What follows belongs to an exercise in optimizing a design on an open flow for small area and a short achievable clock period; a production flow would make more cautious choices. The RTL was checked by simulation tests, not by an equivalence proof against the original design. Power figures rest on the tool's default switching activity, not on a simulated workload.

==> flow/design.v (excerpt) <==
module coproc_top (
  input  logic                CLOCK_50,
  input  logic                hps_fpga_reset_n,
  input  logic [word_w-1:0]   in_readdata,
  input  logic                in_waitrequest,
  output logic                in_read,
  output logic [word_w-1:0]   out_writedata,
  output logic                out_write,
  input  logic                out_waitrequest,
  input  logic [2:0]          reset_req,
  output logic                cold_reset,
  output logic                warm_reset,
  output logic                debug_reset,
  output logic [uptime_w-1:0] status_count,
  output logic [led_w-1:0]    ledr
);
==> flow/config.mk <==
export PLATFORM = sky130hd
export DESIGN_NAME = coproc_top
export DESIGN_NICKNAME = coproc_top
export VERILOG_FILES = /design/flow/design.v
export SDC_FILE = /design/flow/constraint.sdc
export NUM_CORES = 4
export LEC_CHECK = 0
export CAP_MARGIN = 20
export CORE_MARGIN = 2
export CORE_UTILIZATION = 60
export CTS_CLUSTER_DIAMETER = 150
export CTS_CLUSTER_SIZE = 30
export SETUP_SLACK_MARGIN = 3.55
export SLEW_MARGIN = 20
export SYNTH_HIERARCHICAL = 1
export TNS_END_PERCENT = 5
==> flow/constraint.sdc <==
create_clock -name core_clock -period 6.8 [get_ports {CLOCK_50}]
set_input_delay 1.3600 -clock core_clock [delete_from_list [all_inputs] [get_ports {CLOCK_50}]]
set_output_delay 1.3600 -clock core_clock [all_outputs]
set_load 0.01 [all_outputs]
standard.sh (not shown) runs the stock make flow with config.mk's settings and CLKGATE_MAP_FILE= SYNTH_SCRIPT=/design/flow/synth_recipe.tcl, a recipe that flattens the netlist after the stock synthesis.
==> flow/flow/run.sh <==
#!/bin/bash
# Layout flow: the standard ORFS flow, with the port buffers that the
# placement step inserts made from sky130_fd_sc_hd__buf_1, which the timing
# repair may then resize, instead of the delay-cell buffer the resizer picks.
set -euo pipefail
bash standard.sh "BUFFER_PORTS_ARGS=-buffer_cell sky130_fd_sc_hd__buf_1" finish > orfs_make.log 2>&1
Edit:
CTS_BUF_LIST = sky130_fd_sc_hd__clkbuf_8 sky130_fd_sc_hd__clkbuf_16   (was default)
CTS_CLUSTER_DIAMETER = 100   (was 150)
CTS_CLUSTER_SIZE = 20   (was 30)
SETUP_SLACK_MARGIN = 3.7   (was 3.55)
Synthesized area stays the same.
Sequential power hardly moves.
Combinational power went up by about 4%.
Design area goes up by 2.0%.
Setup slack gets better by 0.091 ns.
Routed wire length went up by 0.67%.
Clock power goes up by 21%.
Via count rose by 1.2%.
Fmax grows by 2.9%.
Core utilization rises by 1.3 points.
Global-route usage is about the same.
Edit:
==> flow/flow/run.sh (replaced) <==
#!/bin/bash
# Layout flow: the standard ORFS flow, with two changes:
# - the port buffers that the placement step inserts are made from
#   sky130_fd_sc_hd__buf_1, which the timing repair may then resize, instead of
#   the delay-cell buffer the resizer picks;
# - the pins of the one combinational port-to-port path (in_waitrequest,
#   out_waitrequest -> in_read) are placed next to each other.
set -euo pipefail
bash standard.sh "BUFFER_PORTS_ARGS=-buffer_cell sky130_fd_sc_hd__buf_1" \
  "PLACE_PINS_ARGS=-group_pins {in_waitrequest out_waitrequest in_read}" \
  finish > orfs_make.log 2>&1
CTS_BUF_LIST = default   (was sky130_fd_sc_hd__clkbuf_8 sky130_fd_sc_hd__clkbuf_16)
CTS_CLUSTER_DIAMETER = 150   (was 100)
CTS_CLUSTER_SIZE = 30   (was 20)
The new run ran to the end with no violations; area after synthesis is unchanged; cell area goes down by 0.88%; setup slack got worse by 0.0067 ns; final cell count drops by 0.81%; clock-buffer cell count is unchanged.
Edit:
==> flow/flow/run.sh (replaced) <==
#!/bin/bash
# Layout flow: the standard ORFS flow, with the port buffers that the
# placement step inserts made from sky130_fd_sc_hd__buf_1, which the timing
# repair may then resize, instead of the delay-cell buffer the resizer picks.
set -euo pipefail
bash standard.sh "BUFFER_PORTS_ARGS=-buffer_cell sky130_fd_sc_hd__buf_1" finish > orfs_make.log 2>&1
CAP_MARGIN = 10   (was 20)
SLEW_MARGIN = 10   (was 20)
- The new run completed with no timing, DRC or antenna violations
- maximum frequency stays flat
- cell area hardly moves
- wire length is lower slightly
- hold slack loses 0.0040 ns
- sequential power stays flat
- total power shrinks by a few percent

[separate check: timing with driven ports]
The flow's constraints put no driver on any port. The routed layouts listed below were extracted and timed again, unchanged, in two steps.
Step 1 assumes that a clkbuf_16 drives the clock port and a buf_2 every other input.
Step 2 also shifts input and output timing later by t, the mid clock arrival at the registers, as if the neighbouring blocks saw the same clock.
a / b / c = ideal / step 1 / step 2; a / b = the first two.
run | shift t [ns] | setup slack, ns | worst register clock-pin slew, ns
the first run | 0.520 | 3.617 / 3.596 / 3.327 | 0.11 / 0.11
the second run | 0.524 | 3.708 / 3.688 / 3.494 | 0.08 / 0.08
the third run | 0.515 | 3.702 / 3.681 / 3.681 | 0.12 / 0.12
the fourth run | 0.518 | 3.708 / 3.689 / 3.494 | 0.11 / 0.11
After both steps every run listed still meets setup and hold. For the first run, which loses most, drivers alone change the setup slack by -0.021 ns; drivers and shift together by -0.290 ns.
